Background: an optimization exercise with open tools, aiming at small area, a short achievable clock period and few clock cycles per item. Do not read the settings as production practice. In this exercise RTL edits were held to simulation tests only and were not proved equivalent to the original. Power and IR drop assume default switching activity.

==> flow/design.v (outline; a module is shown in full before it is edited, if it fits) <==
// module tbeq_ctrl: 48 lines
// module tbeq_datapath: 166 lines
// module tbeq_booth: 21 lines
// module tbeq_add: 37 lines
// module tbeq_addgp: 35 lines
// module tbeq_pole_a: 644 lines
// module tbeq_gain: 1118 lines
// module three_band_equalizer: 53 lines
module three_band_equalizer
(
  input  logic                  clk,
  input  logic                  rst_n,
  input  logic                  in_valid,
  output logic                  in_ready,
  input  logic signed [15:0]    in_sample,
  input  logic                  in_block_start,
  output logic                  out_valid,
  input  logic                  out_ready,
  output logic signed [15:0]    out_sample,
  output logic                  out_clipped,
  input  logic                  cfg_valid,
  output logic                  cfg_ready,
  input  logic [tbeq_pkg::CFG_IDX_W-1:0]  cfg_index,
  input  logic [tbeq_pkg::CFG_DATA_W-1:0] cfg_data
);
  // ...
==> flow/run.sh <==
#!/bin/bash
# synth_recipe.tcl (not shown) runs the flow's synth.tcl, then flattens the netlist and writes it again
# the make line also repeats each setting of config.mk as NAME=value (left out here)
make -C /OpenROAD-flow-scripts/flow DESIGN_CONFIG=/design/flow/config.mk WORK_HOME=/design/flow/orfs CLKGATE_MAP_FILE= SYNTH_SCRIPT=/design/flow/synth_recipe.tcl finish
==> flow/config.mk <==
export PLATFORM = sky130hd
export DESIGN_NAME = three_band_equalizer
export DESIGN_NICKNAME = three_band_equalizer
export VERILOG_FILES = /design/flow/design.v
export SDC_FILE = /design/flow/constraint.sdc
export NUM_CORES = 4
export LEC_CHECK = 0
export CAP_MARGIN = 20
export CORE_MARGIN = 2
export CORE_UTILIZATION = 55
export SETUP_SLACK_MARGIN = 5
export SLEW_MARGIN = 20
==> flow/constraint.sdc <==
create_clock -name core_clock -period 11.0 [get_ports {clk}]
set_input_delay 2.2000 -clock core_clock [delete_from_list [all_inputs] [get_ports {clk}]]
set_output_delay 2.2000 -clock core_clock [all_outputs]
set_load 0.01 [all_outputs]
==> results.sh, run 1 <==
export IMPL_clock_buffers=135
export IMPL_synth_compound_area_share_pct=16.7
export IMPL_setup_tns_final_ns=0
export IMPL_crit_start="u_datapath.sx_r[2][0]"
export IMPL_synth_xor_xnor_area_share_pct=12.8
export IMPL_num_fill_cells=13900
export IMPL_nonClockBufferCount=396
export IMPL_final_hold_slack_ns=0.366
export IMPL_drt_met1_wl_um=118000
export IMPL_synth_top_cells_by_count="sky130_fd_sc_hd__xnor2_1, sky130_fd_sc_hd__a22oi_1, sky130_fd_sc_hd__fa_1"
export IMPL_tritoncts_num_buffers=103
export IMPL_synth_most_common_cell="sky130_fd_sc_hd__xnor2_1"
export IMPL_drt_total_wl_um=290000
export IMPL_outcome="finished clean"
export IMPL_proportion_of_cell_area_occupied_by_multi_input_gates_pct=65.0
export IMPL_critical_path_arrival_ns=6.67
export IMPL_rows=148
export IMPL_critPathKind="flop to flop"
export IMPL_ys_types=97
export IMPL_grt_setup_unrepaired="yes"
export IMPL_synth_largest_type_area_fraction_pct=24.3
export IMPL_post_route_non_filler_standard_cell_count=11100
export IMPL_sequential_cell_total=925
export IMPL_area_growth_syn_to_layout_pct=8.28
export IMPL_core_area_sq_um=162000
export IMPL_initial_utilization_pct=55.3
Testbench counts, summed over its fixed seeds: cycles 8,296, items 4,096.
==> module tbeq_datapath, before the edit <==
module tbeq_datapath
(
  input  logic                                    clk,
  input  logic                                    rst_n,
  input  logic                                    load,
  input  logic                                    hi_ph,
  input  logic [11:0]                             tv,
  input  logic                                    q_we,
  input  logic [2:0]                              q_wa,
  input  logic [2:0]                              q_ra,
  input  logic signed [15:0]                      sample_in,
  input  logic                                    block_start,
  input  logic                                    cfg_we,
  input  logic [tbeq_pkg::CFG_IDX_W-1:0]          cfg_index,
  input  logic [tbeq_pkg::CFG_DATA_W-1:0]         cfg_data,
  output logic signed [15:0]                      sample_out,
  output logic                                    clipped
);
  logic [16:0] low_coef_r, high_coef_r;
  logic [15:0] low_gain_r, mid_gain_r, high_gain_r;
  logic [16:0] dlm_r, dmh_r;
  always_ff @(posedge clk) begin
    if (!rst_n) begin
      low_coef_r  <= tbeq_pkg::LOW_COEF_RST;
      high_coef_r <= tbeq_pkg::HIGH_COEF_RST;
      low_gain_r  <= tbeq_pkg::LOW_GAIN_RST;
      mid_gain_r  <= tbeq_pkg::MID_GAIN_RST;
      high_gain_r <= tbeq_pkg::HIGH_GAIN_RST;
    end else if (cfg_we) begin
      unique case (cfg_index)
        tbeq_pkg::REG_LOW_COEF:  low_coef_r  <= cfg_data;
        tbeq_pkg::REG_HIGH_COEF: high_coef_r <= cfg_data;
        tbeq_pkg::REG_LOW_GAIN:  low_gain_r  <= cfg_data[15:0];
        tbeq_pkg::REG_MID_GAIN:  mid_gain_r  <= cfg_data[15:0];
        tbeq_pkg::REG_HIGH_GAIN: high_gain_r <= cfg_data[15:0];
        default: ;
      endcase
    end
  end
  always_ff @(posedge clk) begin
    dlm_r <= 17'(low_gain_r) - 17'(mid_gain_r);
    dmh_r <= 17'(mid_gain_r) - 17'(high_gain_r);
  end
  logic signed [15:0] x_r, h1_r, h2_r;
  logic [1:0]         hcnt_r;            
  logic signed [15:0] d_r [5];           
  logic [8:0]         tb_r;              
  logic               first_r;           
  logic               bs_in;             
  assign bs_in = block_start || first_r;
  always_ff @(posedge clk) begin
    if (!rst_n) begin
      hcnt_r  <= '0;
      first_r <= 1'b1;
    end else if (load) begin
      first_r <= 1'b0;
      hcnt_r  <= bs_in ? 2'd1 : (hcnt_r == 2'd3) ? 2'd3 : hcnt_r + 2'd1;
    end
  end
  always_ff @(posedge clk) begin
    if (load) begin
      x_r    <= sample_in;
      h1_r   <= x_r;
      h2_r   <= h1_r;
      d_r[0] <= (!bs_in && hcnt_r == 2'd3) ? h2_r : 16'sd0;
    end
    if (!hi_ph) begin
      for (int i = 1; i < 5; i++) d_r[i] <= d_r[i-1];
    end
    tb_r <= {tb_r[7:0], load && bs_in};
  end
  logic [8:0] lc_one, lc_two, lc_neg, hc_one, hc_two, hc_neg;
  logic [8:0] dg_one_r, dg_two_r, dg_neg_r;
  tbeq_booth #(.SIGNED(1'b0)) u_enc_lc (.b(low_coef_r),  .one(lc_one), .two(lc_two), .neg(lc_neg));
  tbeq_booth #(.SIGNED(1'b0)) u_enc_hc (.b(high_coef_r), .one(hc_one), .two(hc_two), .neg(hc_neg));
  always_ff @(posedge clk) begin
    dg_one_r <= hi_ph ? lc_one : hc_one;
    dg_two_r <= hi_ph ? lc_two : hc_two;
    dg_neg_r <= hi_ph ? lc_neg : hc_neg;
  end
  logic [23:0] pole_r [4];
  logic [24:0] dif_r  [4];
  logic [27:0] sg_r   [4];
  logic [27:0] sx_r   [4];
  logic [3:0]  cy_r;
  logic [23:0] pn     [4];
  for (genvar i = 0; i < 4; i++) begin : g_unit
    logic        a_v, a_bs, d_bs;
    logic [8:0]  one, two, neg;
    logic [23:0] p;
    logic [27:0] sg, sx;
    logic        cy;
    logic [27:0] t;
    logic        t_co;
    logic signed [23:0] s, q;
    logic [24:0]        dif;
    logic               dif_co;
    assign a_v  = tv[2*i+1] || tv[2*i+2];
    assign a_bs = tb_r[2*i+1] || tb_r[2*i+2];
    assign d_bs = tb_r[2*i] || tb_r[2*i+1];
    assign one = dg_one_r & {9{a_v}};
    assign two = dg_two_r & {9{a_v}};
    assign neg = dg_neg_r & {9{a_v}};
    assign p   = a_bs ? 24'd0 : pole_r[i];
    tbeq_pole_a u_a (.d(dif_r[i]), .p(p), .one(one), .two(two), .neg(neg),
                     .sg(sg), .sx(sx), .cy(cy));
    tbeq_addgp #(.W(28), .L(5)) u_b (.gi(sg_r[i]), .xi(sx_r[i]), .ci(cy_r[i]), .s(t), .co(t_co));
    assign pn[i] = (t[27:23] == 5'b00000 || t[27:23] == 5'b11111) ? t[23:0] :
                   t[27] ? 24'h800000 : 24'h7fffff;
    assign q = d_bs ? 24'd0 : pn[i];
    tbeq_add #(.W(25), .L(5)) u_d (.a({s[23], s}), .b(~{q[23], q}), .ci(1'b1), .s(dif), .co(dif_co));
    if (i == 0) begin : g_src0
      assign s = {x_r, 8'd0};
    end else begin : g_srcn
      assign s = pn[i-1];
    end
    always_ff @(posedge clk) begin
      sg_r[i]   <= sg;
      sx_r[i]   <= sx;
      cy_r[i]   <= cy;
      pole_r[i] <= pn[i];
      dif_r[i]  <= dif;
    end
  end
  logic [8:0]  a_one, a_two, a_neg, b_one, b_two, b_neg, c_one, c_two, c_neg;
  logic [8:0]  g_one, g_two, g_neg, k_one, k_two, k_neg;
  logic [43:0] ga, gb, ga_r, gb_r, fa, fb;
  logic [19:0] glo;
  logic        gcy, gco;
  logic [23:0] gs;
  logic        ovf;
  logic [15:0] y;
  tbeq_booth #(.SIGNED(1'b1)) u_enc_a (.b(dlm_r), .one(a_one), .two(a_two), .neg(a_neg));
  tbeq_booth #(.SIGNED(1'b1)) u_enc_b (.b(dmh_r), .one(b_one), .two(b_two), .neg(b_neg));
  tbeq_booth #(.SIGNED(1'b0)) u_enc_c (.b({1'b0, high_gain_r}), .one(c_one), .two(c_two), .neg(c_neg));
  assign g_one = hi_ph ? b_one : a_one;
  assign g_two = hi_ph ? b_two : a_two;
  assign g_neg = hi_ph ? b_neg : a_neg;
  assign k_one = c_one & {9{!hi_ph}};
  assign k_two = c_two & {9{!hi_ph}};
  assign k_neg = c_neg & {9{!hi_ph}};
  assign fa    = ga_r & {44{hi_ph}};
  assign fb    = gb_r & {44{hi_ph}};
  tbeq_gain u_gain (
    .m (pole_r[3]), .d (d_r[4]), .fa (fa), .fb (fb),
    .g_one (g_one), .g_two (g_two), .g_neg (g_neg),
    .c_one (k_one), .c_two (k_two), .c_neg (k_neg),
    .ra (ga), .rb (gb)
  );
  tbeq_add #(.W(20), .L(5)) u_glo (.a(ga_r[19:0]), .b(gb_r[19:0]), .ci(1'b0), .s(glo), .co(gcy));
  tbeq_add #(.W(24), .L(5)) u_ghi (.a(ga_r[43:20]), .b(gb_r[43:20]), .ci(gcy), .s(gs), .co(gco));
  assign ovf = !(gs[23:15] == 9'h000 || gs[23:15] == 9'h1ff);
  assign y   = ovf ? (gs[23] ? 16'h8000 : 16'h7fff) : gs[15:0];
  always_ff @(posedge clk) begin
    ga_r <= ga;
    gb_r <= gb;
  end
  logic [16:0] q_r [7];
  always_ff @(posedge clk) begin
    if (q_we) begin
      q_r[q_wa] <= {ovf, y};
    end
  end
  assign sample_out = q_r[q_ra][15:0];
  assign clipped    = q_r[q_ra][16];
endmodule
==> run 2: changes to the inputs <==
--- a/flow/design.v
+++ b/flow/design.v
@@ -131,53 +131,51 @@
       d_r[0] <= (!bs_in && hcnt_r == 2'd3) ? h2_r : 16'sd0;
     end
     if (!hi_ph) begin
       for (int i = 1; i < 5; i++) d_r[i] <= d_r[i-1];
     end
     tb_r <= {tb_r[7:0], load && bs_in};
   end
   logic [8:0] lc_one, lc_two, lc_neg, hc_one, hc_two, hc_neg;
-  logic [8:0] dg_one_r, dg_two_r, dg_neg_r;
+  logic [8:0] dg_one, dg_two, dg_neg;
   tbeq_booth #(.SIGNED(1'b0)) u_enc_lc (.b(low_coef_r),  .one(lc_one), .two(lc_two), .neg(lc_neg));
   tbeq_booth #(.SIGNED(1'b0)) u_enc_hc (.b(high_coef_r), .one(hc_one), .two(hc_two), .neg(hc_neg));
-  always_ff @(posedge clk) begin
-    dg_one_r <= hi_ph ? lc_one : hc_one;
-    dg_two_r <= hi_ph ? lc_two : hc_two;
-    dg_neg_r <= hi_ph ? lc_neg : hc_neg;
-  end
+  assign dg_one = hi_ph ? hc_one : lc_one;
+  assign dg_two = hi_ph ? hc_two : lc_two;
+  assign dg_neg = hi_ph ? hc_neg : lc_neg;
   logic [23:0] pole_r [4];
   logic [24:0] dif_r  [4];
-  logic [27:0] sg_r   [4];
-  logic [27:0] sx_r   [4];
+  logic [25:0] sg_r   [4];
+  logic [25:0] sx_r   [4];
   logic [3:0]  cy_r;
   logic [23:0] pn     [4];
   for (genvar i = 0; i < 4; i++) begin : g_unit
     logic        a_v, a_bs, d_bs;
     logic [8:0]  one, two, neg;
     logic [23:0] p;
-    logic [27:0] sg, sx;
+    logic [25:0] sg, sx;
     logic        cy;
-    logic [27:0] t;
+    logic [25:0] t;
     logic        t_co;
     logic signed [23:0] s, q;
     logic [24:0]        dif;
     logic               dif_co;
     assign a_v  = tv[2*i+1] || tv[2*i+2];
     assign a_bs = tb_r[2*i+1] || tb_r[2*i+2];
     assign d_bs = tb_r[2*i] || tb_r[2*i+1];
-    assign one = dg_one_r & {9{a_v}};
-    assign two = dg_two_r & {9{a_v}};
-    assign neg = dg_neg_r & {9{a_v}};
+    assign one = dg_one & {9{a_v}};
+    assign two = dg_two & {9{a_v}};
+    assign neg = dg_neg & {9{a_v}};
     assign p   = a_bs ? 24'd0 : pole_r[i];
     tbeq_pole_a u_a (.d(dif_r[i]), .p(p), .one(one), .two(two), .neg(neg),
                      .sg(sg), .sx(sx), .cy(cy));
-    tbeq_addgp #(.W(28), .L(5)) u_b (.gi(sg_r[i]), .xi(sx_r[i]), .ci(cy_r[i]), .s(t), .co(t_co));
-    assign pn[i] = (t[27:23] == 5'b00000 || t[27:23] == 5'b11111) ? t[23:0] :
-                   t[27] ? 24'h800000 : 24'h7fffff;
+    tbeq_addgp #(.W(26), .L(5)) u_b (.gi(sg_r[i]), .xi(sx_r[i]), .ci(cy_r[i]), .s(t), .co(t_co));
+    assign pn[i] = (t[25:23] == 3'b000 || t[25:23] == 3'b111) ? t[23:0] :
+                   t[25] ? 24'h800000 : 24'h7fffff;
     assign q = d_bs ? 24'd0 : pn[i];
     tbeq_add #(.W(25), .L(5)) u_d (.a({s[23], s}), .b(~{q[23], q}), .ci(1'b1), .s(dif), .co(dif_co));
     if (i == 0) begin : g_src0
       assign s = {x_r, 8'd0};
     end else begin : g_srcn
       assign s = pn[i-1];
     end
     always_ff @(posedge clk) begin
@@ -185,43 +183,43 @@
       sx_r[i]   <= sx;
       cy_r[i]   <= cy;
       pole_r[i] <= pn[i];
       dif_r[i]  <= dif;
     end
   end
   logic [8:0]  a_one, a_two, a_neg, b_one, b_two, b_neg, c_one, c_two, c_neg;
   logic [8:0]  g_one, g_two, g_neg, k_one, k_two, k_neg;
-  logic [43:0] ga, gb, ga_r, gb_r, fa, fb;
+  logic [41:0] ga, gb, ga_r, gb_r, fa, fb;
   logic [19:0] glo;
   logic        gcy, gco;
-  logic [23:0] gs;
+  logic [21:0] gs;
   logic        ovf;
   logic [15:0] y;
   tbeq_booth #(.SIGNED(1'b1)) u_enc_a (.b(dlm_r), .one(a_one), .two(a_two), .neg(a_neg));
   tbeq_booth #(.SIGNED(1'b1)) u_enc_b (.b(dmh_r), .one(b_one), .two(b_two), .neg(b_neg));
   tbeq_booth #(.SIGNED(1'b0)) u_enc_c (.b({1'b0, high_gain_r}), .one(c_one), .two(c_two), .neg(c_neg));
   assign g_one = hi_ph ? b_one : a_one;
   assign g_two = hi_ph ? b_two : a_two;
   assign g_neg = hi_ph ? b_neg : a_neg;
   assign k_one = c_one & {9{!hi_ph}};
   assign k_two = c_two & {9{!hi_ph}};
   assign k_neg = c_neg & {9{!hi_ph}};
-  assign fa    = ga_r & {44{hi_ph}};
-  assign fb    = gb_r & {44{hi_ph}};
+  assign fa    = ga_r & {42{hi_ph}};
+  assign fb    = gb_r & {42{hi_ph}};
   tbeq_gain u_gain (
     .m (pole_r[3]), .d (d_r[4]), .fa (fa), .fb (fb),
     .g_one (g_one), .g_two (g_two), .g_neg (g_neg),
     .c_one (k_one), .c_two (k_two), .c_neg (k_neg),
     .ra (ga), .rb (gb)
   );
   tbeq_add #(.W(20), .L(5)) u_glo (.a(ga_r[19:0]), .b(gb_r[19:0]), .ci(1'b0), .s(glo), .co(gcy));
-  tbeq_add #(.W(24), .L(5)) u_ghi (.a(ga_r[43:20]), .b(gb_r[43:20]), .ci(gcy), .s(gs), .co(gco));
-  assign ovf = !(gs[23:15] == 9'h000 || gs[23:15] == 9'h1ff);
-  assign y   = ovf ? (gs[23] ? 16'h8000 : 16'h7fff) : gs[15:0];
+  tbeq_add #(.W(22), .L(5)) u_ghi (.a(ga_r[41:20]), .b(gb_r[41:20]), .ci(gcy), .s(gs), .co(gco));
+  assign ovf = !(gs[21:15] == 7'h00 || gs[21:15] == 7'h7f);
+  assign y   = ovf ? (gs[21] ? 16'h8000 : 16'h7fff) : gs[15:0];
   always_ff @(posedge clk) begin
     ga_r <= ga;
     gb_r <= gb;
   end
   logic [16:0] q_r [7];
   always_ff @(posedge clk) begin
     if (q_we) begin
       q_r[q_wa] <= {ovf, y};
@@ -325,21 +323,21 @@
 endmodule
 module tbeq_pole_a
 (
   input  logic [24:0] d,
   input  logic [23:0] p,
   input  logic [8:0]  one,
   input  logic [8:0]  two,
   input  logic [8:0]  neg,
-  output logic [27:0] sg,        
-  output logic [27:0] sx,        
+  output logic [25:0] sg,        
+  output logic [25:0] sx,        
   output logic        cy
 );
-  logic [43:0] ra, rb;
+  logic [41:0] ra, rb;
   logic [15:0] lo;
   wire pa0 = neg[8] ^ p[0];
   wire pa1 = pa0 ^ (((one[0] & d[16]) | (two[0] & d[15])) ^ neg[0]);
   wire pa2 = (neg[8] & p[0]) | (pa0 & (((one[0] & d[16]) | (two[0] & d[15])) ^ neg[0]));
   wire pa3 = p[1] ^ (((one[0] & d[17]) | (two[0] & d[16])) ^ neg[0]);
   wire pa4 = pa3 ^ (((one[1] & d[15]) | (two[1] & d[14])) ^ neg[1]);
   wire pa5 = (p[1] & (((one[0] & d[17]) | (two[0] & d[16])) ^ neg[0])) | (pa3 & (((one[1] & d[15]) | (two[1] & d[14])) ^ neg[1]));
   wire pa6 = p[2] ^ (((one[0] & d[18]) | (two[0] & d[17])) ^ neg[0]);
@@ -956,32 +954,32 @@
   wire pa617 = pa616 ^ pa503;
   wire pa618 = (pa399 & pa505) | (pa616 & pa503);
   wire pa619 = (((one[8] & d[23]) | (two[8] & d[22])) ^ neg[8]) ^ pa506;
   wire pa620 = pa619 ^ pa508;
   wire pa621 = ((((one[8] & d[23]) | (two[8] & d[22])) ^ neg[8]) & pa506) | (pa619 & pa508);
   wire pa622 = pa403 ^ (((one[8] & d[24]) | (two[8] & d[23])) ^ neg[8]);
   wire pa623 = pa622 ^ pa509;
   wire pa624 = (pa403 & (((one[8] & d[24]) | (two[8] & d[23])) ^ neg[8])) | (pa622 & pa509);
-  assign ra = {1'b1, 1'b1, ~(((one[8] & d[24]) | (two[8] & d[24])) ^ neg[8]), pa621, pa620, pa615, pa612, pa611, pa606, pa603, pa600, pa597, pa596, pa591, pa588, pa585, pa582, pa579, pa576, pa573, pa570, pa567, pa564, pa561, pa558, pa555, pa552, pa549, pa546, pa543, pa540, pa537, pa534, pa531, pa528, pa525, pa522, pa519, pa516, pa513, pa511, ((one[1] & d[0]) ^ neg[1]), (((one[0] & d[1]) | (two[0] & d[0])) ^ neg[0]), neg[0]};
-  assign rb = {1'b0, 1'b0, pa624, pa623, pa618, pa617, pa614, pa609, pa608, pa605, pa602, pa599, pa594, pa593, pa590, pa587, pa584, pa581, pa578, pa575, pa572, pa569, pa566, pa563, pa560, pa557, pa554, pa551, pa548, pa545, pa542, pa539, pa536, pa533, pa530, pa527, pa524, pa521, pa518, pa515, pa512, pa510, 1'b0, ((one[0] & d[0]) ^ neg[0])};
+  assign ra = {~(((one[8] & d[24]) | (two[8] & d[24])) ^ neg[8]), pa621, pa620, pa615, pa612, pa611, pa606, pa603, pa600, pa597, pa596, pa591, pa588, pa585, pa582, pa579, pa576, pa573, pa570, pa567, pa564, pa561, pa558, pa555, pa552, pa549, pa546, pa543, pa540, pa537, pa534, pa531, pa528, pa525, pa522, pa519, pa516, pa513, pa511, ((one[1] & d[0]) ^ neg[1]), (((one[0] & d[1]) | (two[0] & d[0])) ^ neg[0]), neg[0]};
+  assign rb = {pa624, pa623, pa618, pa617, pa614, pa609, pa608, pa605, pa602, pa599, pa594, pa593, pa590, pa587, pa584, pa581, pa578, pa575, pa572, pa569, pa566, pa563, pa560, pa557, pa554, pa551, pa548, pa545, pa542, pa539, pa536, pa533, pa530, pa527, pa524, pa521, pa518, pa515, pa512, pa510, 1'b0, ((one[0] & d[0]) ^ neg[0])};
   tbeq_add #(.W(16), .L(4)) u_lo (.a(ra[15:0]), .b(rb[15:0]), .ci(1'b0), .s(lo), .co(cy));
-  assign sg = ra[43:16] & rb[43:16];
-  assign sx = ra[43:16] ^ rb[43:16];
+  assign sg = ra[41:16] & rb[41:16];
+  assign sx = ra[41:16] ^ rb[41:16];
 endmodule
 module tbeq_gain
 (
   input  logic [23:0] m,
   input  logic [15:0] d,
-  input  logic [43:0] fa,
-  input  logic [43:0] fb,
+  input  logic [41:0] fa,
+  input  logic [41:0] fb,
   input  logic [8:0]  g_one, g_two, g_neg,
   input  logic [8:0]  c_one, c_two, c_neg,
-  output logic [43:0] ra,
-  output logic [43:0] rb
+  output logic [41:0] ra,
+  output logic [41:0] rb
 );
   wire ga0 = g_neg[7] ^ c_neg[3];
   wire ga1 = g_neg[7] & c_neg[3];
   wire ga2 = g_neg[8] ^ c_neg[4];
   wire ga3 = ga2 ^ (((g_one[0] & m[16]) | (g_two[0] & m[15])) ^ g_neg[0]);
   wire ga4 = (g_neg[8] & c_neg[4]) | (ga2 & (((g_one[0] & m[16]) | (g_two[0] & m[15])) ^ g_neg[0]));
   wire ga5 = (((g_one[1] & m[14]) | (g_two[1] & m[13])) ^ g_neg[1]) ^ (((g_one[2] & m[12]) | (g_two[2] & m[11])) ^ g_neg[2]);
   wire ga6 = (((g_one[1] & m[14]) | (g_two[1] & m[13])) ^ g_neg[1]) & (((g_one[2] & m[12]) | (g_two[2] & m[11])) ^ g_neg[2]);
@@ -1942,153 +1940,143 @@
   wire ga961 = ((((c_one[8] & d[15]) | (c_two[8] & d[14])) ^ c_neg[8]) | fa[39]) ^ ga841;
   wire ga962 = ga961 ^ ga837;
   wire ga963 = (((((c_one[8] & d[15]) | (c_two[8] & d[14])) ^ c_neg[8]) | fa[39]) & ga841) | (ga961 & ga837);
   wire ga964 = ~(((g_one[8] & m[23]) | (g_two[8] & m[23])) ^ g_neg[8]) ^ ~(((c_one[8] & d[15]) | (c_two[8] & d[15])) ^ c_neg[8]);
   wire ga965 = ga964 ^ ga844;
   wire ga966 = (~(((g_one[8] & m[23]) | (g_two[8] & m[23])) ^ g_neg[8]) & ~(((c_one[8] & d[15]) | (c_two[8] & d[15])) ^ c_neg[8])) | (ga964 & ga844);
   wire ga967 = fa[41] ^ fb[41];
   wire ga968 = fa[41] & fb[41];
-  wire ga969 = 1'b1 ^ fa[42];
-  wire ga970 = 1'b1 & fa[42];
-  wire ga971 = 1'b1 ^ fa[43];
-  wire ga972 = 1'b1 & fa[43];
-  wire ga973 = g_neg[0] ^ ga846;
-  wire ga974 = g_neg[0] & ga846;
-  wire ga975 = ga847 ^ ga848;
-  wire ga976 = ga975 ^ (((g_one[0] & m[1]) | (g_two[0] & m[0])) ^ g_neg[0]);
-  wire ga977 = (ga847 & ga848) | (ga975 & (((g_one[0] & m[1]) | (g_two[0] & m[0])) ^ g_neg[0]));
-  wire ga978 = ga849 ^ ((g_one[1] & m[0]) ^ g_neg[1]);
-  wire ga979 = ga978 ^ ga851;
-  wire ga980 = (ga849 & ((g_one[1] & m[0]) ^ g_neg[1])) | (ga978 & ga851);
-  wire ga981 = (((g_one[1] & m[1]) | (g_two[1] & m[0])) ^ g_neg[1]) ^ ga852;
-  wire ga982 = ga981 ^ ga854;
-  wire ga983 = ((((g_one[1] & m[1]) | (g_two[1] & m[0])) ^ g_neg[1]) & ga852) | (ga981 & ga854);
-  wire ga984 = ga636 ^ ga855;
-  wire ga985 = ga984 ^ ga857;
-  wire ga986 = (ga636 & ga855) | (ga984 & ga857);
-  wire ga987 = ga639 ^ ga858;
-  wire ga988 = ga987 ^ ga860;
-  wire ga989 = (ga639 & ga858) | (ga987 & ga860);
-  wire ga990 = ga647 ^ ga861;
-  wire ga991 = ga990 ^ ga863;
-  wire ga992 = (ga647 & ga861) | (ga990 & ga863);
-  wire ga993 = ga653 ^ ga864;
-  wire ga994 = ga993 ^ ga866;
-  wire ga995 = (ga653 & ga864) | (ga993 & ga866);
-  wire ga996 = ga867 ^ ga659;
-  wire ga997 = ga996 ^ ga869;
-  wire ga998 = (ga867 & ga659) | (ga996 & ga869);
-  wire ga999 = ga870 ^ ga665;
-  wire ga1000 = ga999 ^ ga872;
-  wire ga1001 = (ga870 & ga665) | (ga999 & ga872);
-  wire ga1002 = ga671 ^ ga873;
-  wire ga1003 = ga1002 ^ ga875;
-  wire ga1004 = (ga671 & ga873) | (ga1002 & ga875);
-  wire ga1005 = ga677 ^ ga876;
-  wire ga1006 = ga1005 ^ ga878;
-  wire ga1007 = (ga677 & ga876) | (ga1005 & ga878);
-  wire ga1008 = ga879 ^ ga881;
-  wire ga1009 = ga1008 ^ ga683;
-  wire ga1010 = (ga879 & ga881) | (ga1008 & ga683);
-  wire ga1011 = ga882 ^ ga689;
-  wire ga1012 = ga1011 ^ ga884;
-  wire ga1013 = (ga882 & ga689) | (ga1011 & ga884);
-  wire ga1014 = ga695 ^ ga885;
-  wire ga1015 = ga1014 ^ ga887;
-  wire ga1016 = (ga695 & ga885) | (ga1014 & ga887);
-  wire ga1017 = ga701 ^ ga888;
-  wire ga1018 = ga1017 ^ ga890;
-  wire ga1019 = (ga701 & ga888) | (ga1017 & ga890);
-  wire ga1020 = ga707 ^ ga891;
-  wire ga1021 = ga1020 ^ ga893;
-  wire ga1022 = (ga707 & ga891) | (ga1020 & ga893);
-  wire ga1023 = ga894 ^ ga713;
-  wire ga1024 = ga1023 ^ ga896;
-  wire ga1025 = (ga894 & ga713) | (ga1023 & ga896);
-  wire ga1026 = ga719 ^ ga897;
-  wire ga1027 = ga1026 ^ ga899;
-  wire ga1028 = (ga719 & ga897) | (ga1026 & ga899);
-  wire ga1029 = ga725 ^ ga900;
-  wire ga1030 = ga1029 ^ ga902;
-  wire ga1031 = (ga725 & ga900) | (ga1029 & ga902);
-  wire ga1032 = ga731 ^ ga903;
-  wire ga1033 = ga1032 ^ ga905;
-  wire ga1034 = (ga731 & ga903) | (ga1032 & ga905);
-  wire ga1035 = ga737 ^ ga906;
-  wire ga1036 = ga1035 ^ ga908;
-  wire ga1037 = (ga737 & ga906) | (ga1035 & ga908);
-  wire ga1038 = ga743 ^ ga909;
-  wire ga1039 = ga1038 ^ ga911;
-  wire ga1040 = (ga743 & ga909) | (ga1038 & ga911);
-  wire ga1041 = ga749 ^ ga912;
-  wire ga1042 = ga1041 ^ ga914;
-  wire ga1043 = (ga749 & ga912) | (ga1041 & ga914);
-  wire ga1044 = ga755 ^ ga915;
-  wire ga1045 = ga1044 ^ ga917;
-  wire ga1046 = (ga755 & ga915) | (ga1044 & ga917);
-  wire ga1047 = ga761 ^ ga918;
-  wire ga1048 = ga1047 ^ ga920;
-  wire ga1049 = (ga761 & ga918) | (ga1047 & ga920);
-  wire ga1050 = ga767 ^ ga921;
-  wire ga1051 = ga1050 ^ ga923;
-  wire ga1052 = (ga767 & ga921) | (ga1050 & ga923);
-  wire ga1053 = ga773 ^ ga924;
-  wire ga1054 = ga1053 ^ ga926;
-  wire ga1055 = (ga773 & ga924) | (ga1053 & ga926);
-  wire ga1056 = ga779 ^ ga927;
-  wire ga1057 = ga1056 ^ ga929;
-  wire ga1058 = (ga779 & ga927) | (ga1056 & ga929);
-  wire ga1059 = ga785 ^ ga930;
-  wire ga1060 = ga1059 ^ ga932;
-  wire ga1061 = (ga785 & ga930) | (ga1059 & ga932);
-  wire ga1062 = ga786 ^ ga935;
-  wire ga1063 = ga1062 ^ ga933;
-  wire ga1064 = (ga786 & ga935) | (ga1062 & ga933);
-  wire ga1065 = ga797 ^ ga936;
-  wire ga1066 = ga1065 ^ ga938;
-  wire ga1067 = (ga797 & ga936) | (ga1065 & ga938);
-  wire ga1068 = ga798 ^ ga941;
-  wire ga1069 = ga1068 ^ ga939;
-  wire ga1070 = (ga798 & ga941) | (ga1068 & ga939);
-  wire ga1071 = ga804 ^ ga944;
-  wire ga1072 = ga1071 ^ ga942;
-  wire ga1073 = (ga804 & ga944) | (ga1071 & ga942);
-  wire ga1074 = ga815 ^ ga945;
-  wire ga1075 = ga1074 ^ ga947;
-  wire ga1076 = (ga815 & ga945) | (ga1074 & ga947);
-  wire ga1077 = ga821 ^ ga950;
-  wire ga1078 = ga1077 ^ ga948;
-  wire ga1079 = (ga821 & ga950) | (ga1077 & ga948);
-  wire ga1080 = ga822 ^ ga953;
-  wire ga1081 = ga1080 ^ ga951;
-  wire ga1082 = (ga822 & ga953) | (ga1080 & ga951);
-  wire ga1083 = ga833 ^ ga954;
-  wire ga1084 = ga1083 ^ ga956;
-  wire ga1085 = (ga833 & ga954) | (ga1083 & ga956);
-  wire ga1086 = ga834 ^ ga959;
-  wire ga1087 = ga1086 ^ ga957;
-  wire ga1088 = (ga834 & ga959) | (ga1086 & ga957);
-  wire ga1089 = ga840 ^ ga960;
-  wire ga1090 = ga1089 ^ ga962;
-  wire ga1091 = (ga840 & ga960) | (ga1089 & ga962);
-  wire ga1092 = ga842 ^ ga965;
-  wire ga1093 = ga1092 ^ ga963;
-  wire ga1094 = (ga842 & ga965) | (ga1092 & ga963);
-  wire ga1095 = ga967 ^ ga845;
-  wire ga1096 = ga1095 ^ ga966;
-  wire ga1097 = (ga967 & ga845) | (ga1095 & ga966);
-  wire ga1098 = fb[42] ^ ga968;
-  wire ga1099 = ga1098 ^ ga969;
-  wire ga1100 = (fb[42] & ga968) | (ga1098 & ga969);
-  wire ga1101 = fb[43] ^ ga970;
-  wire ga1102 = ga1101 ^ ga971;
-  wire ga1103 = (fb[43] & ga970) | (ga1101 & ga971);
-  assign ra = {ga1100, ga1099, ga1096, ga1091, ga1090, ga1087, ga1084, ga1081, ga1076, ga1075, ga1072, ga1067, ga1066, ga1061, ga1058, ga1055, ga1052, ga1049, ga1046, ga1043, ga1040, ga1037, ga1034, ga1031, ga1028, ga1025, ga1022, ga1019, ga1016, ga1013, ga1010, ga1007, ga1004, ga1001, ga998, ga995, ga992, ga989, ga986, ga983, ga980, ga977, ga974, ((g_one[0] & m[0]) ^ g_neg[0])};
-  assign rb = {ga1102, ga1097, ga1094, ga1093, ga1088, ga1085, ga1082, ga1079, ga1078, ga1073, ga1070, ga1069, ga1064, ga1063, ga1060, ga1057, ga1054, ga1051, ga1048, ga1045, ga1042, ga1039, ga1036, ga1033, ga1030, ga1027, ga1024, ga1021, ga1018, ga1015, ga1012, ga1009, ga1006, ga1003, ga1000, ga997, ga994, ga991, ga988, ga985, ga982, ga979, ga976, ga973};
+  wire ga969 = g_neg[0] ^ ga846;
+  wire ga970 = g_neg[0] & ga846;
+  wire ga971 = ga847 ^ ga848;
+  wire ga972 = ga971 ^ (((g_one[0] & m[1]) | (g_two[0] & m[0])) ^ g_neg[0]);
+  wire ga973 = (ga847 & ga848) | (ga971 & (((g_one[0] & m[1]) | (g_two[0] & m[0])) ^ g_neg[0]));
+  wire ga974 = ga849 ^ ((g_one[1] & m[0]) ^ g_neg[1]);
+  wire ga975 = ga974 ^ ga851;
+  wire ga976 = (ga849 & ((g_one[1] & m[0]) ^ g_neg[1])) | (ga974 & ga851);
+  wire ga977 = (((g_one[1] & m[1]) | (g_two[1] & m[0])) ^ g_neg[1]) ^ ga852;
+  wire ga978 = ga977 ^ ga854;
+  wire ga979 = ((((g_one[1] & m[1]) | (g_two[1] & m[0])) ^ g_neg[1]) & ga852) | (ga977 & ga854);
+  wire ga980 = ga636 ^ ga855;
+  wire ga981 = ga980 ^ ga857;
+  wire ga982 = (ga636 & ga855) | (ga980 & ga857);
+  wire ga983 = ga639 ^ ga858;
+  wire ga984 = ga983 ^ ga860;
+  wire ga985 = (ga639 & ga858) | (ga983 & ga860);
+  wire ga986 = ga647 ^ ga861;
+  wire ga987 = ga986 ^ ga863;
+  wire ga988 = (ga647 & ga861) | (ga986 & ga863);
+  wire ga989 = ga653 ^ ga864;
+  wire ga990 = ga989 ^ ga866;
+  wire ga991 = (ga653 & ga864) | (ga989 & ga866);
+  wire ga992 = ga867 ^ ga659;
+  wire ga993 = ga992 ^ ga869;
+  wire ga994 = (ga867 & ga659) | (ga992 & ga869);
+  wire ga995 = ga870 ^ ga665;
+  wire ga996 = ga995 ^ ga872;
+  wire ga997 = (ga870 & ga665) | (ga995 & ga872);
+  wire ga998 = ga671 ^ ga873;
+  wire ga999 = ga998 ^ ga875;
+  wire ga1000 = (ga671 & ga873) | (ga998 & ga875);
+  wire ga1001 = ga677 ^ ga876;
+  wire ga1002 = ga1001 ^ ga878;
+  wire ga1003 = (ga677 & ga876) | (ga1001 & ga878);
+  wire ga1004 = ga879 ^ ga881;
+  wire ga1005 = ga1004 ^ ga683;
+  wire ga1006 = (ga879 & ga881) | (ga1004 & ga683);
+  wire ga1007 = ga882 ^ ga689;
+  wire ga1008 = ga1007 ^ ga884;
+  wire ga1009 = (ga882 & ga689) | (ga1007 & ga884);
+  wire ga1010 = ga695 ^ ga885;
+  wire ga1011 = ga1010 ^ ga887;
+  wire ga1012 = (ga695 & ga885) | (ga1010 & ga887);
+  wire ga1013 = ga701 ^ ga888;
+  wire ga1014 = ga1013 ^ ga890;
+  wire ga1015 = (ga701 & ga888) | (ga1013 & ga890);
+  wire ga1016 = ga707 ^ ga891;
+  wire ga1017 = ga1016 ^ ga893;
+  wire ga1018 = (ga707 & ga891) | (ga1016 & ga893);
+  wire ga1019 = ga894 ^ ga713;
+  wire ga1020 = ga1019 ^ ga896;
+  wire ga1021 = (ga894 & ga713) | (ga1019 & ga896);
+  wire ga1022 = ga719 ^ ga897;
+  wire ga1023 = ga1022 ^ ga899;
+  wire ga1024 = (ga719 & ga897) | (ga1022 & ga899);
+  wire ga1025 = ga725 ^ ga900;
+  wire ga1026 = ga1025 ^ ga902;
+  wire ga1027 = (ga725 & ga900) | (ga1025 & ga902);
+  wire ga1028 = ga731 ^ ga903;
+  wire ga1029 = ga1028 ^ ga905;
+  wire ga1030 = (ga731 & ga903) | (ga1028 & ga905);
+  wire ga1031 = ga737 ^ ga906;
+  wire ga1032 = ga1031 ^ ga908;
+  wire ga1033 = (ga737 & ga906) | (ga1031 & ga908);
+  wire ga1034 = ga743 ^ ga909;
+  wire ga1035 = ga1034 ^ ga911;
+  wire ga1036 = (ga743 & ga909) | (ga1034 & ga911);
+  wire ga1037 = ga749 ^ ga912;
+  wire ga1038 = ga1037 ^ ga914;
+  wire ga1039 = (ga749 & ga912) | (ga1037 & ga914);
+  wire ga1040 = ga755 ^ ga915;
+  wire ga1041 = ga1040 ^ ga917;
+  wire ga1042 = (ga755 & ga915) | (ga1040 & ga917);
+  wire ga1043 = ga761 ^ ga918;
+  wire ga1044 = ga1043 ^ ga920;
+  wire ga1045 = (ga761 & ga918) | (ga1043 & ga920);
+  wire ga1046 = ga767 ^ ga921;
+  wire ga1047 = ga1046 ^ ga923;
+  wire ga1048 = (ga767 & ga921) | (ga1046 & ga923);
+  wire ga1049 = ga773 ^ ga924;
+  wire ga1050 = ga1049 ^ ga926;
+  wire ga1051 = (ga773 & ga924) | (ga1049 & ga926);
+  wire ga1052 = ga779 ^ ga927;
+  wire ga1053 = ga1052 ^ ga929;
+  wire ga1054 = (ga779 & ga927) | (ga1052 & ga929);
+  wire ga1055 = ga785 ^ ga930;
+  wire ga1056 = ga1055 ^ ga932;
+  wire ga1057 = (ga785 & ga930) | (ga1055 & ga932);
+  wire ga1058 = ga786 ^ ga935;
+  wire ga1059 = ga1058 ^ ga933;
+  wire ga1060 = (ga786 & ga935) | (ga1058 & ga933);
+  wire ga1061 = ga797 ^ ga936;
+  wire ga1062 = ga1061 ^ ga938;
+  wire ga1063 = (ga797 & ga936) | (ga1061 & ga938);
+  wire ga1064 = ga798 ^ ga941;
+  wire ga1065 = ga1064 ^ ga939;
+  wire ga1066 = (ga798 & ga941) | (ga1064 & ga939);
+  wire ga1067 = ga804 ^ ga944;
+  wire ga1068 = ga1067 ^ ga942;
+  wire ga1069 = (ga804 & ga944) | (ga1067 & ga942);
+  wire ga1070 = ga815 ^ ga945;
+  wire ga1071 = ga1070 ^ ga947;
+  wire ga1072 = (ga815 & ga945) | (ga1070 & ga947);
+  wire ga1073 = ga821 ^ ga950;
+  wire ga1074 = ga1073 ^ ga948;
+  wire ga1075 = (ga821 & ga950) | (ga1073 & ga948);
+  wire ga1076 = ga822 ^ ga953;
+  wire ga1077 = ga1076 ^ ga951;
+  wire ga1078 = (ga822 & ga953) | (ga1076 & ga951);
+  wire ga1079 = ga833 ^ ga954;
+  wire ga1080 = ga1079 ^ ga956;
+  wire ga1081 = (ga833 & ga954) | (ga1079 & ga956);
+  wire ga1082 = ga834 ^ ga959;
+  wire ga1083 = ga1082 ^ ga957;
+  wire ga1084 = (ga834 & ga959) | (ga1082 & ga957);
+  wire ga1085 = ga840 ^ ga960;
+  wire ga1086 = ga1085 ^ ga962;
+  wire ga1087 = (ga840 & ga960) | (ga1085 & ga962);
+  wire ga1088 = ga842 ^ ga965;
+  wire ga1089 = ga1088 ^ ga963;
+  wire ga1090 = (ga842 & ga965) | (ga1088 & ga963);
+  wire ga1091 = ga967 ^ ga845;
+  wire ga1092 = ga1091 ^ ga966;
+  wire ga1093 = (ga967 & ga845) | (ga1091 & ga966);
+  assign ra = {ga1092, ga1087, ga1086, ga1083, ga1080, ga1077, ga1072, ga1071, ga1068, ga1063, ga1062, ga1057, ga1054, ga1051, ga1048, ga1045, ga1042, ga1039, ga1036, ga1033, ga1030, ga1027, ga1024, ga1021, ga1018, ga1015, ga1012, ga1009, ga1006, ga1003, ga1000, ga997, ga994, ga991, ga988, ga985, ga982, ga979, ga976, ga973, ga970, ((g_one[0] & m[0]) ^ g_neg[0])};
+  assign rb = {ga1090, ga1089, ga1084, ga1081, ga1078, ga1075, ga1074, ga1069, ga1066, ga1065, ga1060, ga1059, ga1056, ga1053, ga1050, ga1047, ga1044, ga1041, ga1038, ga1035, ga1032, ga1029, ga1026, ga1023, ga1020, ga1017, ga1014, ga1011, ga1008, ga1005, ga1002, ga999, ga996, ga993, ga990, ga987, ga984, ga981, ga978, ga975, ga972, ga969};
 endmodule
 module three_band_equalizer
 (
   input  logic                  clk,
   input  logic                  rst_n,
   input  logic                  in_valid,
   output logic                  in_ready,
   input  logic signed [15:0]    in_sample,
==> flow/config.mk (replaced) <==
export PLATFORM = sky130hd
export DESIGN_NAME = three_band_equalizer
export DESIGN_NICKNAME = three_band_equalizer
export VERILOG_FILES = /design/flow/design.v
export SDC_FILE = /design/flow/constraint.sdc
export NUM_CORES = 4
export LEC_CHECK = 0
export CAP_MARGIN = 20
export CORE_MARGIN = 2
export CORE_UTILIZATION = 40
export SETUP_SLACK_MARGIN = 5
export SLEW_MARGIN = 20
==> run 2 against run 1 <==
Effect of this change: non-clock buffer count shrank 37; synthesized cell count shrank 1.5%; die area grew 35%; flip-flop and latch count shrank 34; setup slack gained 0.26 ns; area after synthesis shrank 1.7%; clock skew shrank 0.0063 ns; fmax grew 4.6%; critical endpoint is now u_datapath.cy_r[3]; largest cell class unchanged; largest power group unchanged.
==> results.sh, run 2 <==
export IMPL_core_area_sq_um=220000
export IMPL_dominantRegCellSynth="sky130_fd_sc_hd__dfxtp_1"
export IMPL_syn_area_sq_um=88300
export IMPL_post_route_non_filler_standard_cell_count=11600
export IMPL_whs_path_depth=0
export IMPL_worstPathMaxFanout=49
export IMPL_die_width_um=474
export IMPL_slew_viol_final=0
export IMPL_tritoncts_num_sinks=891
export IMPL_p_sw_mw=16.6
export IMPL_yosysWarningCount=29
export IMPL_standby_leakage_power_nw=34.7
export IMPL_final_area_sq_um=96300
export IMPL_clk_path_buf_depth=3
export IMPL_proportion_of_total_power_due_to_net_switching_pct=49.9
export IMPL_worst_setup_path_start_kind="flop"
export IMPL_most_common_layout_cells="sky130_fd_sc_hd__a22oi_1, sky130_fd_sc_hd__fa_1, sky130_fd_sc_hd__inv_1, sky130_fd_sc_hd__xor2_1, sky130_fd_sc_hd__dfxtp_1"
export IMPL_synth_top_cells_by_count="sky130_fd_sc_hd__a22oi_1, sky130_fd_sc_hd__fa_1, sky130_fd_sc_hd__inv_1"
export IMPL_ys_seq_area_share_pct=23.0
export IMPL_r2r_worst_path_cells=15
export IMPL_vdd_ir_drop_worst_uv=619
export IMPL_largest_register="u_datapath.q_r"
export IMPL_die_height_um=474
export IMPL_post_drt_wl_per_cell_um=23.8
export IMPL_leftover_overflow_at_the_end_of_global_routing=0
export IMPL_globalRouteTotalUtil_pct=24.6
export IMPL_grt_antenna_before_repair=14
export IMPL_detail_route_drc_violations=0
export IMPL_yosys_top_cells_area="sky130_fd_sc_hd__fa_1, sky130_fd_sc_hd__dfxtp_1, sky130_fd_sc_hd__a22oi_1"
export IMPL_postSynthAreaPerCell_sq_um=9.87
export IMPL_slew_at_the_pin_closest_to_its_max_slew_limit_ns=1.17
export IMPL_synth_enable_flop_cells=247
export IMPL_grtUsageMet1_pct=31.7
export IMPL_full_die_area_sq_um=224000
export IMPL_placed_cells_incl_taps=11400
export IMPL_hold_path_class="flop to flop"
export IMPL_largest_register_ffs=119
export IMPL_nNetsFinal=10300
export IMPL_internal_power_mw=16.7
export IMPL_drt_iter0_markers=6550
export IMPL_synth_ff_latch_count=891
export IMPL_layout_cells_most_common="sky130_fd_sc_hd__a22oi_1"
export IMPL_largest_net_degree_at_the_start_of_global_routing=99
export IMPL_clock_power_share_pct=10.3
export IMPL_num_fill_cells=20800
export IMPL_area_growth_syn_to_layout_pct=9.06
export IMPL_drive_above_1_share_pct=8.19
export IMPL_setup_viol_count_final=0
export IMPL_critPathKind="flop to flop"
export IMPL_grt_most_used_layer="met2"
export IMPL_ant_nets=0
export IMPL_cell_type_with_the_highest_aggregate_area_in_the_netlist="sky130_fd_sc_hd__fa_1"
export IMPL_worst_setup_path_end_kind="flop"
export IMPL_grt_use_met2_pct=39.3
export IMPL_io_pin_count=62
export IMPL_insertion_delay_ns=0.74
export IMPL_vias_per_cell=5.81
export IMPL_power_per_cell_area_nw_per_um2=346
export IMPL_synth_largest_type_area_fraction_pct=24.6
export IMPL_placed_area_sq_um=92400
export IMPL_gp_congestion=0.905
export IMPL_fmaxAchievable_ghz=0.174
export IMPL_worst_slack_ns=5.26
export IMPL_share_seq_of_total_power_pct=19.5
export IMPL_setup_tns_final_ns=0
export IMPL_post_synth_inst_count=8944
export IMPL_outcome="finished clean"
export IMPL_grt_pass1_wl_um=429000
export IMPL_clk_pin_slew_worst_paths_ns=0.06
export IMPL_grt_setup_unrepaired="yes"
export IMPL_rows=172
export IMPL_critical_path_arrival_ns=6.29
export IMPL_tritoncts_num_buffers=99
export IMPL_maxCapViolations=0
export IMPL_clock_tree_root_cell="sky130_fd_sc_hd__clkbuf_16"
export IMPL_io_buffers=60
export IMPL_hold_buffers=0
export IMPL_groute_layer_met3_usage_pct=5.10
export IMPL_tritoncts_clock_tree="yes"
export IMPL_relSlewSlack_pct=21.6
export IMPL_drt_total_wl_um=278000
export IMPL_clock_skew_ns=0.0448
export IMPL_hold_violations=0
export IMPL_period_needed_ns=5.74
export IMPL_power_frac_comb_pct=70.3
export IMPL_iteration_count_of_the_initial_detailed_routing_pass=8
export IMPL_ys_types=99
export IMPL_detailed_place_hpwl_um=196000
export IMPL_regs_by_ff_count="u_datapath.q_r: 119 flops, u_datapath.sx_r: 104 flops"
export IMPL_dr_total_vias=67700
export IMPL_ys_async_sr_fraction_pct=0
export IMPL_synth_most_common_cell="sky130_fd_sc_hd__a22oi_1"
export IMPL_htree_levels=3
export IMPL_syn_nets=10600
export IMPL_period_share_pct=52.2
export IMPL_initial_utilization_pct=40.2
export IMPL_worst_endpoint_required_ns=11.55
export IMPL_place_ws_ns=4.21
export IMPL_via_count_of_the_first_global_routing_pass=70900
[run 2: changes by cell type after synthesis, sizes merged, moves of 14 or more]
cell / change
dfxtp: -34
a211oi: -23
nor2: +95
nor3: -15
inv: -35
o2bb2ai: -19
xnor2: -491
xor2: +539
o21ai: +65
o31ai: +18
buf: -78
a21o: -30
and2: -68
o21a: -14
[run 2: power by group through the flow]
| stage | logic, mW | clock network [mW] | registers [mW] |
|---|---|---|---|
| 2_1_floorplan | 16.6 | 0 | 5.54 |
| 3_3_place_gp | 22.4 | 0 | 6.44 |
| 3_5_place_dp | 22.9 | 0 | 6.46 |
| 4_1_cts | 23.1 | 3.50 | 6.40 |
| 5_1_grt | 26.3 | 3.62 | 6.54 |
| 6_report | 23.4 | 3.42 | 6.48 |
[run 2: cells by family after synthesis]
group / share of synthesized area [%]
and+or+nand+nor: 6.89
AOI/OAI and AO/OA: 16.5
DFF: 23.0
other: 0.00425
buffers and inverters: 6.71
xor gates and xnor gates: 13.5
adders and majority gates: 31.8
muxes: 1.51
[run 2: routing by layer]
metal | vias to the layer above | part of all wire, % | wire (um)
li1 | 29600 | - | -
met1 | 33900 | 40 | 111000
met4 | 8 | 5.0 | 13900
met5 | - | 0.019 | 53
met2 | 3363 | 46 | 129000
met3 | 782 | 8.7 | 24300
[run 2: area by class of cell]
type                       count  area (sq um)  share of cell area, %
timing repair buffer         359          2900                   3.02
sequential                   891         20300                   21.1
clock inverter                55           623                  0.647
clock buffer                 129          2720                   2.83
inverter                     845          3170                   3.29
antenna                       11          27.5                 0.0286
multi-input combinational   6487         62900                   65.4
tap                         2871          3590                   3.73
[run 2: repair_timing]
item | CTS | global route
pin swaps | 3 | 16
setup endpoints to repair | 28 | 43
buffers inserted | 4 | 13
gates cloned | 1 | 2
gates resized for setup | 16 | 41
[run 2: final timing paths]
path                                    startpoint                  to  slack (ns)
worst max-delay path                   u_ctrl.hi_r  u_datapath.cy_r[3]        5.26
worst min-delay path            u_datapath.tb_r[4]  u_datapath.tb_r[5]        0.40
worst max register to register         u_ctrl.hi_r  u_datapath.cy_r[3]        5.26
worst min register to register  u_datapath.tb_r[4]  u_datapath.tb_r[5]        0.40
[run 2: critical path: stages (launching register included)]
cell and delay (ns):
sky130_fd_sc_hd__dfxtp_4 0.62, sky130_fd_sc_hd__buf_6 0.41, sky130_fd_sc_hd__mux2i_1 0.67, sky130_fd_sc_hd__buf_4 0.26
sky130_fd_sc_hd__nor2_2 0.05, sky130_fd_sc_hd__buf_4 0.24, sky130_fd_sc_hd__a22oi_1 0.21, sky130_fd_sc_hd__xor2_1 0.20
sky130_fd_sc_hd__fa_1 0.46, sky130_fd_sc_hd__fa_1 0.42, sky130_fd_sc_hd__fa_1 0.49, sky130_fd_sc_hd__fa_1 0.50
sky130_fd_sc_hd__inv_1 0.05, sky130_fd_sc_hd__ha_1 0.29, sky130_fd_sc_hd__nand4_1 0.10, sky130_fd_sc_hd__o31ai_1 0.55
[run 2: stage by stage]
| step | hold slack (ns) | power, mW | utilization (%) |
|---|---|---|---|
| floorplan | 0.329 | 22.2 | - |
| global placement | 0.389 | 28.8 | 42.1 |
| detailed placement | 0.385 | 29.3 | 42.1 |
| CTS | 0.404 | 33.0 | 43.7 |
| global route | 0.417 | 36.5 | 43.9 |
| finish | 0.402 | 33.3 | 43.9 |
Testbench counts of run 2, summed over its fixed seeds: cycles 8,296, items 4,096.
==> run 3: changes to the inputs <==
--- a/flow/config.mk
+++ b/flow/config.mk
@@ -8,5 +8,8 @@
 export CAP_MARGIN = 20
 export CORE_MARGIN = 2
 export CORE_UTILIZATION = 40
+export CTS_BUF_LIST = sky130_fd_sc_hd__clkbuf_8
+export CTS_CLUSTER_DIAMETER = 60
+export CTS_CLUSTER_SIZE = 10
 export SETUP_SLACK_MARGIN = 5
 export SLEW_MARGIN = 20
==> run 3 against run 2 <==
Effect of this change: still clean; global-route usage about the same; final area decreased by 1.2%; synthesized cell count unchanged; combinational power about the same; count of clock-buffer cells in the layout decreased by 9; highest routed layer is now met4.
==> results.sh, run 3 <==
export IMPL_synth_compound_area_share_pct=16.5
export IMPL_crit_top_cell="sky130_fd_sc_hd__fa_1"
export IMPL_tritoncts_num_sinks=891
export IMPL_syn_nets=10600
export IMPL_die_width_um=474
export IMPL_detailed_place_hpwl_um=196000
export IMPL_maxCapViolations=0
export IMPL_initial_utilization_pct=40.2
export IMPL_synth_most_common_cell="sky130_fd_sc_hd__a22oi_1"
export IMPL_largest_net_degree_at_the_start_of_global_routing=99
export IMPL_max_stage_delay_ns=0.62
export IMPL_worstPathMaxFanout=74
export IMPL_dominantRegCellSynth="sky130_fd_sc_hd__dfxtp_1"
export IMPL_tritoncts_num_buffers=114
export IMPL_period_needed_ns=5.72
export IMPL_standby_leakage_power_nw=34.4
export IMPL_clk_pin_slew_worst_paths_ns=0.07
export IMPL_io_pin_count=62
export IMPL_synth_largest_type_area_fraction_pct=24.6
export IMPL_final_area_sq_um=95200
export IMPL_power_per_cell_area_nw_per_um2=341
export IMPL_clk_path_buf_depth=3
export IMPL_ys_seq_area_share_pct=23.0
export IMPL_slew_viol_final=0
export IMPL_worst_endpoint_required_ns=11.80
export IMPL_fmaxAchievable_ghz=0.175
export IMPL_post_synth_inst_count=8944
export IMPL_synth_enable_flop_cells=247
export IMPL_ys_async_sr_fraction_pct=0
export IMPL_drive_above_1_share_pct=8.13
export IMPL_crit_start="u_ctrl.hi_r"
export IMPL_critical_path_slowest_cell="sky130_fd_sc_hd__dfxtp_4"
export IMPL_leftover_overflow_at_the_end_of_global_routing=0
export IMPL_regToRegStartpoint="u_ctrl.hi_r"
export IMPL_grt_setup_unrepaired="yes"
export IMPL_vdd_ir_drop_worst_uv=608
export IMPL_clock_tree_root_cell="sky130_fd_sc_hd__clkbuf_8"
export IMPL_final_hold_slack_ns=0.384
export IMPL_yosys_mux_area_fraction_pct=1.51
export IMPL_worst_setup_path_start_kind="flop"
export IMPL_syn_area_sq_um=88300
export IMPL_dr_total_vias=67700
export IMPL_insertion_delay_ns=0.91
export IMPL_layout_cells_most_common="sky130_fd_sc_hd__a22oi_1"
export IMPL_gp_congestion=0.905
export IMPL_io_buffers=60
export IMPL_detail_route_drc_violations=0
export IMPL_cell_type_with_the_highest_aggregate_area_in_the_netlist="sky130_fd_sc_hd__fa_1"
export IMPL_grt_pass1_wl_um=428000
export IMPL_period_share_pct=52.0
export IMPL_most_common_layout_cells="sky130_fd_sc_hd__a22oi_1, sky130_fd_sc_hd__fa_1, sky130_fd_sc_hd__inv_1, sky130_fd_sc_hd__xor2_1, sky130_fd_sc_hd__dfxtp_1"
export IMPL_synth_top_family_by_area="adder cells"
export IMPL_clock_skew_ns=0.0857
export IMPL_final_util_pct=43.4
export IMPL_iteration_count_of_the_initial_detailed_routing_pass=8
export IMPL_yosysWarningCount=29
export IMPL_hold_start="u_datapath.d_r[3][3]"
export IMPL_critPathKind="flop to flop"
export IMPL_slew_at_the_pin_closest_to_its_max_slew_limit_ns=1.20
export IMPL_placed_area_sq_um=92400
export IMPL_area_growth_syn_to_layout_pct=7.79
export IMPL_yosys_area_share_adder_pct=31.8
export IMPL_ys_types=99
export IMPL_drt_total_wl_um=278000
export IMPL_yosys_top_cells_area="sky130_fd_sc_hd__fa_1, sky130_fd_sc_hd__dfxtp_1, sky130_fd_sc_hd__a22oi_1"
export IMPL_placed_cells_incl_taps=11400
export IMPL_drt_iter0_markers=6541
export IMPL_regs_by_ff_count="u_datapath.q_r: 119 flops, u_datapath.sx_r: 104 flops"
export IMPL_outcome="finished clean"
export IMPL_globalRouteTotalUtil_pct=24.6
export IMPL_relSlewSlack_pct=19.7
export IMPL_critical_path_arrival_ns=6.52
export IMPL_core_area_sq_um=220000
export IMPL_worst_setup_path_end_kind="flop"
export IMPL_tritoncts_clock_tree="yes"
export IMPL_post_drt_wl_per_cell_um=23.9
export IMPL_die_height_um=474
export IMPL_postSynthAreaPerCell_sq_um=9.87
export IMPL_cp_cell_sequence="buf_8 -> mux2i_4 -> buf_4 -> inv_1 -> nand2_1 -> buf_4 -> nor2_1 -> a21oi_1 -> fa_1 -> fa_1 -> fa_1 -> fa_1 -> fa_1 -> fa_1 -> inv_1"
export IMPL_htree_levels=3
export IMPL_synth_top_cells_by_count="sky130_fd_sc_hd__a22oi_1, sky130_fd_sc_hd__fa_1, sky130_fd_sc_hd__inv_1"
export IMPL_vias_per_cell=5.81
export IMPL_setup_tns_final_ns=0
export IMPL_post_route_non_filler_standard_cell_count=11700
export IMPL_synth_ff_latch_count=891
export IMPL_ant_nets=0
export IMPL_nNetsFinal=10300
export IMPL_rows=172
export IMPL_setup_viol_count_final=0
export IMPL_hold_path_class="flop to flop"
export IMPL_via_count_of_the_first_global_routing_pass=71000
export IMPL_largest_register="u_datapath.q_r"
export IMPL_hold_violations=0
export IMPL_grt_antenna_before_repair=13
export IMPL_synth_xor_xnor_area_share_pct=13.5
export IMPL_full_die_area_sq_um=224000
export IMPL_yosys_area_share_simple_pct=6.89
export IMPL_largest_register_ffs=119
[run 3: final cells by class]
cell class / instances / area (sq um)
diodes: 13 / 32.5
clock buffers: 120 / 1650
clock inverters: 71 / 556
fillers: 20900 / 124000
inverters: 845 / 3170
multi-input cells: 6488 / 62900
flip-flops and latches: 891 / 20300
well taps: 2871 / 3590
repair buffers: 359 / 2900
[run 3: power breakdown]
group	internal (mW)	total, mW	leakage, nW	switching [mW]
Combinational	9.61	23.4	25.5	13.8
Clock	1.15	2.51	1.27	1.36
Sequential	5.15	6.48	7.67	1.33
Total	15.9	32.4	34.4	16.5
[run 3: metal layers]
metal  global-route usage, %  share of wire, %
met1                    31.8                40
met2                    39.4                46
met3                    4.91               8.8
met4                    11.7               4.9
met5                       0                 0
[run 3: final timing paths]
kind | slack (ns) | depth (start not counted) | endpoint
min | 0.38 | 0 | u_datapath.d_r[4][3]
max | 5.28 | 15 | u_datapath.gb_r[24]
max reg2reg | 5.28 | 15 | u_datapath.gb_r[24]
min reg2reg | 0.38 | 0 | u_datapath.d_r[4][3]
[run 3: stage by stage]
stage	total power [mW]	setup slack (ns)
floorplan	22.2	5.60
global placement	28.8	4.23
detailed placement	29.3	4.21
CTS	32.1	5.04
global route	35.6	4.93
finish	32.4	5.28
[run 3: worst max-delay path: cells and delay by family, from the launching register on]
family / cells / cell delay [ns]
fa+ha+maj: 6 / 2.85
buf+inv: 5 / 1.41
flops: 1 / 0.62
mux: 1 / 0.33
compound gates: 1 / 0.22
simple gates: 2 / 0.17
[run 3: cells by family after synthesis]
logic type,Yosys count
XOR/XNOR,1359
AND/OR/NAND/NOR,1343
multiplexers,106
buffers and inverters,1569
adder cells (fa/ha/maj),1595
other,1
flip-flops,891
AO/OA/AOI/OAI,2080
[run 3: timing repair]
action,CTS,global route
endpoints found under the setup margin,25,37
resized for setup,16,42
hold buffers,0,0
pin swaps,4,18
buffers inserted,4,13
gates cloned,1,3
==> run 4: changes to the inputs <==
--- a/flow/design.v
+++ b/flow/design.v
@@ -136,12 +136,14 @@
     tb_r <= {tb_r[7:0], load && bs_in};
   end
   logic [8:0] lc_one, lc_two, lc_neg, hc_one, hc_two, hc_neg;
-  logic [8:0] dg_one, dg_two, dg_neg;
+  logic [8:0] dg_one_r, dg_two_r, dg_neg_r;
   tbeq_booth #(.SIGNED(1'b0)) u_enc_lc (.b(low_coef_r),  .one(lc_one), .two(lc_two), .neg(lc_neg));
   tbeq_booth #(.SIGNED(1'b0)) u_enc_hc (.b(high_coef_r), .one(hc_one), .two(hc_two), .neg(hc_neg));
-  assign dg_one = hi_ph ? hc_one : lc_one;
-  assign dg_two = hi_ph ? hc_two : lc_two;
-  assign dg_neg = hi_ph ? hc_neg : lc_neg;
+  always_ff @(posedge clk) begin
+    dg_one_r <= hi_ph ? lc_one : hc_one;
+    dg_two_r <= hi_ph ? lc_two : hc_two;
+    dg_neg_r <= hi_ph ? lc_neg : hc_neg;
+  end
   logic [23:0] pole_r [4];
   logic [24:0] dif_r  [4];
   logic [25:0] sg_r   [4];
@@ -162,9 +164,9 @@
     assign a_v  = tv[2*i+1] || tv[2*i+2];
     assign a_bs = tb_r[2*i+1] || tb_r[2*i+2];
     assign d_bs = tb_r[2*i] || tb_r[2*i+1];
-    assign one = dg_one & {9{a_v}};
-    assign two = dg_two & {9{a_v}};
-    assign neg = dg_neg & {9{a_v}};
+    assign one = dg_one_r & {9{a_v}};
+    assign two = dg_two_r & {9{a_v}};
+    assign neg = dg_neg_r & {9{a_v}};
     assign p   = a_bs ? 24'd0 : pole_r[i];
     tbeq_pole_a u_a (.d(dif_r[i]), .p(p), .one(one), .two(two), .neg(neg),
                      .sg(sg), .sx(sx), .cy(cy));
--- a/flow/config.mk
+++ b/flow/config.mk
@@ -8,8 +8,5 @@
 export CAP_MARGIN = 20
 export CORE_MARGIN = 2
 export CORE_UTILIZATION = 40
-export CTS_BUF_LIST = sky130_fd_sc_hd__clkbuf_8
-export CTS_CLUSTER_DIAMETER = 60
-export CTS_CLUSTER_SIZE = 10
 export SETUP_SLACK_MARGIN = 5
 export SLEW_MARGIN = 20
==> run 4 against run 3 <==
Effect of this change: via count is 0.12% lower; still clean on timing, DRC and antenna; area after synthesis is 0.91% higher; sequential share of layout area is 0.20 points higher; first-iteration DRC count is 0.15% higher; count of clock-buffer cells in the layout is 17 higher; worst hold slack better by 0.0031 ns; register-to-register slack worse by 0.14 ns; synthesized cell count is 1.2% higher; largest power group unchanged; die area is 0.91% higher.
==> results.sh, run 4 <==
export IMPL_syn_area_sq_um=89100
export IMPL_power_per_cell_area_nw_per_um2=353
export IMPL_final_util_pct=43.6
export IMPL_vias_per_cell=5.75
export IMPL_globalRouteTotalUtil_pct=24.5
export IMPL_tritoncts_clock_tree="yes"
export IMPL_iteration_count_of_the_initial_detailed_routing_pass=7
export IMPL_setup_viol_count_final=0
export IMPL_ys_types=93
export IMPL_leftover_overflow_at_the_end_of_global_routing=0
export IMPL_period_share_pct=53.3
export IMPL_clock_skew_ns=0.0623
export IMPL_grt_pass1_wl_um=429000
export IMPL_tritoncts_num_sinks=917
export IMPL_drt_total_wl_um=280000
export IMPL_num_fill_cells=20900
export IMPL_hold_buffers=0
export IMPL_yosys_area_share_simple_pct=6.95
export IMPL_clk_pin_slew_worst_paths_ns=0.06
export IMPL_synth_xor_xnor_area_share_pct=13.1
export IMPL_ant_nets=0
export IMPL_nNetsFinal=10300
export IMPL_synth_top_cells_by_count="sky130_fd_sc_hd__xnor2_1, sky130_fd_sc_hd__a22oi_1, sky130_fd_sc_hd__fa_1"
export IMPL_post_synth_inst_count=9051
export IMPL_post_drt_wl_per_cell_um=23.8
export IMPL_dominantRegCellSynth="sky130_fd_sc_hd__dfxtp_1"
export IMPL_outcome="finished clean"
export IMPL_regs_by_ff_count="u_datapath.q_r: 119 flops, u_datapath.sx_r: 104 flops"
export IMPL_cell_type_with_the_highest_aggregate_area_in_the_netlist="sky130_fd_sc_hd__fa_1"
export IMPL_worst_setup_path_start_kind="flop"
export IMPL_rows=173
export IMPL_worst_setup_path_end_kind="flop"
export IMPL_yosys_area_share_adder_pct=31.6
export IMPL_hold_path_class="flop to flop"
-- run 4: cell types whose count changed after synthesis, sizes merged, moves of 25 or more --
| cell | change |
|---|---|
| nand2 | +37 |
| o21ai | -36 |
| nand2b | -35 |
| and2 | +66 |
| inv | +42 |
| dfxtp | +26 |
| buf | +51 |
| xnor2 | +504 |
| nor2 | -93 |
| xor2 | -533 |
| a21o | +26 |
| mux2i | -25 |
-- run 4: layout make-up --
| class | count | share of cell area [%] |
|---|---|---|
| antenna | 5 | 0.0129 |
| timing repair buffer | 317 | 2.68 |
| sequential | 917 | 21.5 |
| tap | 2975 | 3.85 |
| inverter | 892 | 3.47 |
| clock buffer | 137 | 3.01 |
| clock inverter | 59 | 0.809 |
| multi-input combinational | 6465 | 64.6 |
-- run 4: cell families (layout without fill, tap and decap cells) --
logic type,after synthesis,in the layout
AOI/OAI and AO/OA,2112,2114
buffers and inverters,1672,1405
adders and majority gates,1595,1595
and+or+nand+nor,1340,1340
xor gates and xnor gates,1330,1330
DFF,917,917
muxes,84,85
other,1,6
-- run 4: per-layer routing --
metal	global-route usage (%)	routed length, um	vias to the layer above
li1	-	-	29700
met1	31.9	112000	33800
met2	39.0	129000	3351
met3	4.86	25100	837
met4	12.0	14600	6
met5	0.107	45	-
-- run 4: critical path: stages (launching register included) --
cell                        delay (ns)
sky130_fd_sc_hd__dfxtp_2          0.32
sky130_fd_sc_hd__a21o_1           0.17
sky130_fd_sc_hd__a21o_1           0.19
sky130_fd_sc_hd__a21oi_2          0.18
sky130_fd_sc_hd__o21bai_2         0.11
sky130_fd_sc_hd__a211oi_2         0.32
sky130_fd_sc_hd__o21ai_4          0.14
sky130_fd_sc_hd__o311ai_4         0.29
sky130_fd_sc_hd__o21a_1           0.23
sky130_fd_sc_hd__o21a_4           0.18
sky130_fd_sc_hd__mux2i_4          0.08
sky130_fd_sc_hd__a2111oi_4        0.40
sky130_fd_sc_hd__buf_6            0.20
sky130_fd_sc_hd__a31oi_2          0.05
sky130_fd_sc_hd__ha_1             0.32
sky130_fd_sc_hd__o21a_1           0.13
sky130_fd_sc_hd__o21a_1           0.22
sky130_fd_sc_hd__o21a_1           0.23
sky130_fd_sc_hd__o311a_1          0.39
sky130_fd_sc_hd__nor3_4           0.20
sky130_fd_sc_hd__o31ai_4          0.12
sky130_fd_sc_hd__o31ai_2          0.20
sky130_fd_sc_hd__buf_4            0.17
sky130_fd_sc_hd__o21ai_4          0.06
sky130_fd_sc_hd__o41a_1           0.43
sky130_fd_sc_hd__a41o_1           0.24
sky130_fd_sc_hd__nor2_2           0.11
sky130_fd_sc_hd__xnor2_1          0.12
-- run 4: through the flow --
step | std cells | setup slack [ns] | cell area [sq um] | hold slack [ns]
after floorplan | 9051 | 5.17 | 89100 | 0.344
after global routing | 11800 | 4.89 | 96700 | 0.402
after detailed placement | 11500 | 4.02 | 92300 | 0.383
final | 11800 | 5.14 | 96700 | 0.387
after global placement | 11500 | 4.10 | 92300 | 0.379
after CTS | 11700 | 4.91 | 96200 | 0.391
-- run 4: worst paths after layout --
kind,startpoint,to,slack [ns],cells after the start
worst min register to register,u_datapath.tb_r[1],u_datapath.tb_r[2],0.39,0
worst max-delay path,u_datapath.sx_r[2][0],u_datapath.dif_r[2][23],5.14,27
worst max register to register,u_datapath.sx_r[2][0],u_datapath.dif_r[2][23],5.14,27
worst min-delay path,u_datapath.tb_r[1],u_datapath.tb_r[2],0.39,0
-- run 4: repair_timing --
action / 4_1_cts / 5_1_grt
buffers inserted: 11 / 27
endpoints found under the hold margin: 0 / 0
pin swaps: 11 / 31
setup endpoints to repair: 50 / 42
cloned: 2 / 3
resized for setup: 32 / 39
-- run 4: where the power goes --
part / switching, mW / internal [mW] / leakage (nW) / total, mW
Sequential: 1.67 / 5.26 / 7.89 / 6.93
Clock: 1.62 / 2.13 / 1.79 / 3.74
Combinational: 13.6 / 9.83 / 25.6 / 23.4
Testbench counts of run 4, summed over its fixed seeds: cycles 8,296, items 4,096.

Setup slack of run 4, layout unchanged: 5.138 ns with ideal ports, 5.138 ns with driving cells assumed (clock clkbuf_16, inputs buf_2), 5.138 ns with port delays also shifted by the 0.879 ns mid clock arrival.
